This design comes from an exercise in tuning for small area and a short achievable clock period on the open sky130 flow, not from production work. Function was checked by simulation only, so behaviour that the tests miss may differ from the original. Power is estimated from default activity; no workload was simulated.

// mem_writeback_buffer
module mem_writeback_buffer #(
  parameter int ADDR_W = 9,
  parameter int DATA_W = 32,
  parameter int DEPTH  = 8
) (
  input  logic                     clk,
  input  logic                     rst_n,
  input  logic [3:0]               wr_valid,
  input  logic [ADDR_W-1:0]        wr_addr0,
  input  logic [ADDR_W-1:0]        wr_addr1,
  input  logic [ADDR_W-1:0]        wr_addr2,
  input  logic [ADDR_W-1:0]        wr_addr3,
  input  logic [DATA_W-1:0]        wr_data0,
  input  logic [DATA_W-1:0]        wr_data1,
  input  logic [DATA_W-1:0]        wr_data2,
  input  logic [DATA_W-1:0]        wr_data3,
  output logic                     wb_stall,
  input  logic                     mem_ready,
  output logic                     mem_we,
  output logic [ADDR_W-1:0]        mem_addr,
  output logic [DATA_W-1:0]        mem_data,
  input  logic [ADDR_W-1:0]        rd_addr1,
  input  logic [ADDR_W-1:0]        rd_addr2,
  output logic                     fwd_hit1,
  output logic [DATA_W-1:0]        fwd_data1,
  output logic                     fwd_hit2,
  output logic [DATA_W-1:0]        fwd_data2,
  output logic [$clog2(DEPTH):0]   occupancy,
  output logic                     overflow
);
For scale: roughly 1600 cells after synthesis, ~350 flip-flops, ~300 I/O pins, roughly 21000 µm² of cells after synthesis.
export LEC_CHECK = 0
export CAP_MARGIN = 20
export CORE_MARGIN = 2
export CORE_UTILIZATION = 55
export SETUP_SLACK_MARGIN = 2.0
export SLEW_MARGIN = 20
create_clock -name core_clock -period 7.5 [get_ports {clk}]
standard.sh (not shown) runs the stock make flow with config.mk's settings and CLKGATE_MAP_FILE= SYNTH_SCRIPT=/design/flow/synth_recipe.tcl, a recipe that flattens the netlist after the stock synthesis.
==> flow/flow/run.sh <==
#!/bin/bash
# The standard layout (standard.sh) with these changes:
#  - synthesis maps logic with flow/map.abc (see flow/synth_wrap.tcl);
#  - port buffers are the smallest plain buffer (buf_1) rather than the delay
#    buffer OpenROAD would pick; timing repair may still resize them;
#  - the clock tree uses clkbuf_8 with larger sink clusters and no dummy loads.
# Each tool's output goes to the ORFS logs under orfs/logs; make's own output
# goes to standard.log here.
set -euo pipefail
HERE=$(cd "$(dirname "$0")" && pwd)
WORK=$(pwd)
export MY_ABC_SCRIPT=$HERE/map.abc
export FLOW_SYNTH_TCL=$WORK/synth_recipe.tcl
export BUFFER_PORTS_ARGS="-buffer_cell sky130_fd_sc_hd__buf_1"
export CTS_ARGS="-sink_clustering_enable -repair_clock_nets -dont_use_dummy_load -buf_list sky130_fd_sc_hd__clkbuf_8 -sink_clustering_size 12 -sink_clustering_max_diameter 60"
sed "s|SYNTH_SCRIPT=[^ ]*|SYNTH_SCRIPT=$HERE/synth_wrap.tcl|" standard.sh > my_standard.sh
grep -q "SYNTH_SCRIPT=$HERE/synth_wrap.tcl" my_standard.sh
bash my_standard.sh > standard.log 2>&1
==> flow/flow/map.abc <==
&get -n
&nf -a
&put
==> flow/flow/synth_wrap.tcl <==
# The standard flow's synthesis script, with ABC's cell mapping run from flow/map.abc
# (area-oriented &nf on the design as written, with no restructuring) instead of
# ORFS's speed script. Registers are untouched:
# abc runs without -dff, so every flip-flop keeps its name and cell type.
proc abc {args} {
  set i [lsearch $args -script]
  lset args [expr {$i + 1}] $::env(MY_ABC_SCRIPT)
  yosys abc {*}$args
}
source $::env(FLOW_SYNTH_TCL)
Next try:
CORE_UTILIZATION = 40   (was 55)
The new run ran to the end with no violations.
Worst setup slack gains 18 ps.
Utilization decreases by 16 points.
Combinational power is about the same.
Non-clock buffer count increases by 36.
Register-to-register slack gains 110 ps.
Final area increases by about 4%.
Synthesized area stays the same.


The RTL this note starts from:
==> flow/design.v <==
module mem_writeback_buffer #(
  parameter int ADDR_W = 9,
  parameter int DATA_W = 32,
  parameter int DEPTH  = 8
) (
  input  logic                     clk,
  input  logic                     rst_n,
  input  logic [3:0]               wr_valid,
  input  logic [ADDR_W-1:0]        wr_addr0,
  input  logic [ADDR_W-1:0]        wr_addr1,
  input  logic [ADDR_W-1:0]        wr_addr2,
  input  logic [ADDR_W-1:0]        wr_addr3,
  input  logic [DATA_W-1:0]        wr_data0,
  input  logic [DATA_W-1:0]        wr_data1,
  input  logic [DATA_W-1:0]        wr_data2,
  input  logic [DATA_W-1:0]        wr_data3,
  output logic                     wb_stall,
  input  logic                     mem_ready,
  output logic                     mem_we,
  output logic [ADDR_W-1:0]        mem_addr,
  output logic [DATA_W-1:0]        mem_data,
  input  logic [ADDR_W-1:0]        rd_addr1,
  input  logic [ADDR_W-1:0]        rd_addr2,
  output logic                     fwd_hit1,
  output logic [DATA_W-1:0]        fwd_data1,
  output logic                     fwd_hit2,
  output logic [DATA_W-1:0]        fwd_data2,
  output logic [$clog2(DEPTH):0]   occupancy,
  output logic                     overflow
);
  localparam int ENT_W = ADDR_W + DATA_W;
  logic [2:0] rd_ptr_q, wr_ptr_q;
  logic [3:0] count_q;
  logic       overflow_q;
  logic [7:0][ENT_W-1:0] ent_q;    
  logic [3:0][ENT_W-1:0] src;
  assign src[0] = {wr_addr0, wr_data0};
  assign src[1] = {wr_addr1, wr_data1};
  assign src[2] = {wr_addr2, wr_data2};
  assign src[3] = {wr_addr3, wr_data3};
  logic [3:0] v;
  assign v = wr_valid;
  logic nonempty;
  assign nonempty = |count_q;
  assign wb_stall = count_q[3] | (count_q[2] & (count_q[1] | count_q[0]));
  logic acc, pop;
  assign acc = ~wb_stall;
  assign pop = nonempty & mem_ready;
  logic [7:0] rd_oh;
  logic [3:0] wp_oh;
  always_comb begin
    for (int k = 0; k < 8; k++) rd_oh[k] = (rd_ptr_q == 3'(k));
    for (int k = 0; k < 4; k++) wp_oh[k] = (wr_ptr_q[1:0] == 2'(k));
  end
  logic [7:0] cnt_gt;
  always_comb
    case (count_q)
      4'd0:    cnt_gt = 8'b0000_0000;
      4'd1:    cnt_gt = 8'b0000_0001;
      4'd2:    cnt_gt = 8'b0000_0011;
      4'd3:    cnt_gt = 8'b0000_0111;
      4'd4:    cnt_gt = 8'b0000_1111;
      4'd5:    cnt_gt = 8'b0001_1111;
      4'd6:    cnt_gt = 8'b0011_1111;
      4'd7:    cnt_gt = 8'b0111_1111;
      default: cnt_gt = 8'b1111_1111;
    endcase
  logic [3:0][3:0] pos_oh;
  always_comb begin
    pos_oh[0] = 4'b0001;
    pos_oh[1] = v[0] ? 4'b0010 : 4'b0001;
    case (v[1:0])
      2'b00:          pos_oh[2] = 4'b0001;
      2'b01, 2'b10:   pos_oh[2] = 4'b0010;
      default:        pos_oh[2] = 4'b0100;
    endcase
    case (v[2:0])
      3'b000:                         pos_oh[3] = 4'b0001;
      3'b001, 3'b010, 3'b100:         pos_oh[3] = 4'b0010;
      3'b011, 3'b101, 3'b110:         pos_oh[3] = 4'b0100;
      default:                        pos_oh[3] = 4'b1000;
    endcase
  end
  logic [3:0] nv_ge;
  assign nv_ge[0] = |v;
  assign nv_ge[1] = (v[0] & (v[1] | v[2] | v[3])) | (v[1] & (v[2] | v[3])) | (v[2] & v[3]);
  assign nv_ge[2] = (v[0] & v[1] & (v[2] | v[3])) | (v[2] & v[3] & (v[0] | v[1]));
  assign nv_ge[3] = &v;
  logic [3:0][ENT_W-1:0] bank_d;
  logic [3:0]            bank_we;
  logic [3:0]            bank_row;
  always_comb begin
    for (int b = 0; b < 4; b++) begin
      bank_we[b]  = 1'b0;
      bank_row[b] = 1'b0;
      bank_d[b]   = '0;
      for (int k = 0; k < 4; k++) begin
        if (wp_oh[(b - k) & 3]) begin
          bank_we[b]  = acc & nv_ge[k];
          bank_row[b] = wr_ptr_q[2] ^ (((b - k) & 3) + k > 3);
        end
      end
      for (int s = 0; s < 4; s++) begin
        logic sel;
        sel = 1'b0;
        for (int k = 0; k < 4; k++) sel = sel | (wp_oh[(b - k) & 3] & pos_oh[s][k]);
        if (v[s] & sel) bank_d[b] = bank_d[b] | src[s];
      end
    end
  end
  always_ff @(posedge clk) begin
    for (int b = 0; b < 4; b++) begin
      if (bank_we[b] & ~bank_row[b]) ent_q[b]     <= bank_d[b];
      if (bank_we[b] &  bank_row[b]) ent_q[b + 4] <= bank_d[b];
    end
  end
  logic [2:0] n_enq;
  always_comb begin
    n_enq = 3'd0;
    if (acc) begin
      if (nv_ge[3])      n_enq = 3'd4;
      else if (nv_ge[2]) n_enq = 3'd3;
      else if (nv_ge[1]) n_enq = 3'd2;
      else if (nv_ge[0]) n_enq = 3'd1;
    end
  end
  always_ff @(posedge clk or negedge rst_n) begin
    if (!rst_n) begin
      rd_ptr_q   <= '0;
      wr_ptr_q   <= '0;
      count_q    <= '0;
      overflow_q <= 1'b0;
    end else begin
      rd_ptr_q   <= rd_ptr_q + 3'(pop);
      wr_ptr_q   <= wr_ptr_q + n_enq;
      count_q    <= count_q + 4'(n_enq) - 4'(pop);
      overflow_q <= overflow_q | (wb_stall & (|v));
    end
  end
  logic [7:0]      live;
  logic [7:0][7:0] younger;
  always_comb
    for (int i = 0; i < 8; i++) begin
      live[i] = 1'b0;
      for (int k = 0; k < 8; k++)
        live[i] = live[i] | (rd_oh[k] & cnt_gt[(i - k) & 7]);
      for (int j = 0; j < 8; j++) begin
        younger[i][j] = 1'b0;
        for (int k = 0; k < 8; k++)
          if (((j - k) & 7) > ((i - k) & 7)) younger[i][j] = younger[i][j] | rd_oh[k];
      end
    end
  always_comb begin
    logic [ENT_W-1:0] h;
    h = '0;
    for (int i = 0; i < 8; i++)
      if (rd_oh[i] & nonempty) h = h | ent_q[i];
    mem_addr = h[ENT_W-1:DATA_W];
    mem_data = h[DATA_W-1:0];
  end
  assign mem_we    = nonempty;
  assign occupancy = count_q;
  assign overflow  = overflow_q;
  function automatic logic [DATA_W:0] lookup(input logic [ADDR_W-1:0] a,
                                             input logic [7:0][ENT_W-1:0] e,
                                             input logic [7:0] lv,
                                             input logic [7:0][7:0] yg);
    logic [7:0] m;
    logic [DATA_W-1:0] d;
    d = '0;
    for (int i = 0; i < 8; i++) m[i] = lv[i] & (e[i][ENT_W-1:DATA_W] == a);
    for (int i = 0; i < 8; i++)
      if (m[i] & ~(|(m & yg[i]))) d = d | e[i][DATA_W-1:0];
    lookup = {(|m), d};
  endfunction
  assign {fwd_hit1, fwd_data1} = lookup(rd_addr1, ent_q, live, younger);
  assign {fwd_hit2, fwd_data2} = lookup(rd_addr2, ent_q, live, younger);
endmodule
clock: 7.5 ns
lec_check: 0
cap_margin: 20
core_margin: 2
core_utilization: 40
place_density: 0.45
setup_slack_margin: 2.5
slew_margin: 20
==> flow/flow/run.sh <==
#!/bin/bash
set -o pipefail
export BUFFER_PORTS_ARGS="-buffer_cell sky130_fd_sc_hd__buf_1"
export CTS_ARGS="-sink_clustering_enable -repair_clock_nets -dont_use_dummy_load -buf_list sky130_fd_sc_hd__clkbuf_8"
bash standard.sh > standard.log 2>&1
Rerun with:
==> flow/flow/run.sh (replaced) <==
#!/bin/bash
set -o pipefail
export BUFFER_PORTS_ARGS="-buffer_cell sky130_fd_sc_hd__buf_1"
bash standard.sh > standard.log 2>&1
--- a/flow/config.mk
+++ b/flow/config.mk
@@ -11,2 +10,0 @@
-export PLACE_DENSITY = 0.45
-export SETUP_SLACK_MARGIN = 2.5
Effect:
- The new run completed without violations
- global-route usage is lower by 4.1 points
- worst setup slack gets worse by 1200 ps
- hold slack is worse by 3.7 ps
- via count came out lower by 4.1%
- cell area is lower by 14%
- critical path depth drops by 1
- power shrinks by 5.2%
- sequential share of layout area grows by 5.2 points
- sequential power goes down by about 2%
- clock skew drops by 79 ps
Rerun with:
--- a/flow/flow/run.sh
+++ b/flow/flow/run.sh
@@ -3,0 +4 @@
+export CTS_ARGS="-sink_clustering_enable -repair_clock_nets -dont_use_dummy_load -buf_list sky130_fd_sc_hd__clkbuf_8"
--- a/flow/config.mk
+++ b/flow/config.mk
@@ -10,0 +11,2 @@
+export PLACE_DENSITY = 0.45
+export SETUP_SLACK_MARGIN = 1.0
After rerunning: Power fell by a few percent. Worst setup slack gets better by 640 ps. Sequential power hardly moves. Core utilization went down by 0.60 points. Critical path depth came out lower by 1. Worst hold slack is worse by 4.1 ps.
Rerun with:
==> flow/flow/run.sh (replaced) <==
#!/bin/bash
set -o pipefail
export BUFFER_PORTS_ARGS="-buffer_cell sky130_fd_sc_hd__buf_1"
bash standard.sh > standard.log 2>&1
--- a/flow/config.mk
+++ b/flow/config.mk
@@ -11,2 +11,3 @@
-export PLACE_DENSITY = 0.45
-export SETUP_SLACK_MARGIN = 1.0
+export CTS_BUF_LIST = sky130_fd_sc_hd__clkbuf_4 sky130_fd_sc_hd__clkbuf_8
+export CTS_CLUSTER_SIZE = 24
+export SETUP_SLACK_MARGIN = 1.5
Result: Worst hold slack is better by 29 ps; setup slack is better by 310 ps; non-clock buffer count came out higher by 94; sequential share of layout area came out lower by 3.1 points; first-iteration DRC count came out higher by 9.8%; wire length came out higher by 1.7%; core utilization came out higher by 4.1 points; clock skew came out lower by 44 ps.

==> afterwards: timing with drivers on the ports <==
In the flow no input, the clock included, has a driving cell. The finished layouts below were timed again as built, in two steps.
Step 1 sets driving cells, clkbuf_16 on the clock port and buf_2 on the other inputs (assumed; they add their load-dependent delay and slew).
Step 2, shift: input delay + t, output delay - t, t = (earliest + latest rising clock arrival at the registers) / 2. This alone moves slack from input paths to output paths.
Three values: ideal ports, drivers, drivers and shift; two values: the first two.
run | t, ns | slack for setup (ns) | clock arrival spread, ns | cell pins on the clock port's net
the first run of note 1 | 0.623 | 1.978 / 1.960 / 1.709 | 0.077 / 0.077 | 1
the second run of note 1 | 0.676 | 1.997 / 1.973 / 1.772 | 0.102 / 0.102 | 1
the first run of note 2 | 0.729 | 1.535 / 1.483 / 1.495 | 0.107 / 0.107 | 1
the second run of note 2 | 0.637 | 0.384 / 0.344 / 0.344 | 0.028 / 0.028 | 1
the third run of note 2 | 0.710 | 1.028 / 0.966 / 1.063 | 0.108 / 0.108 | 1
the fourth run of note 2 | 0.770 | 1.334 / 1.282 / 1.282 | 0.057 / 0.057 | 1
After both steps setup and hold are still met in every run listed. The setup slack of the first run of note 1, which loses most, moves by -0.018 ns with the drivers and by -0.269 ns with both steps.
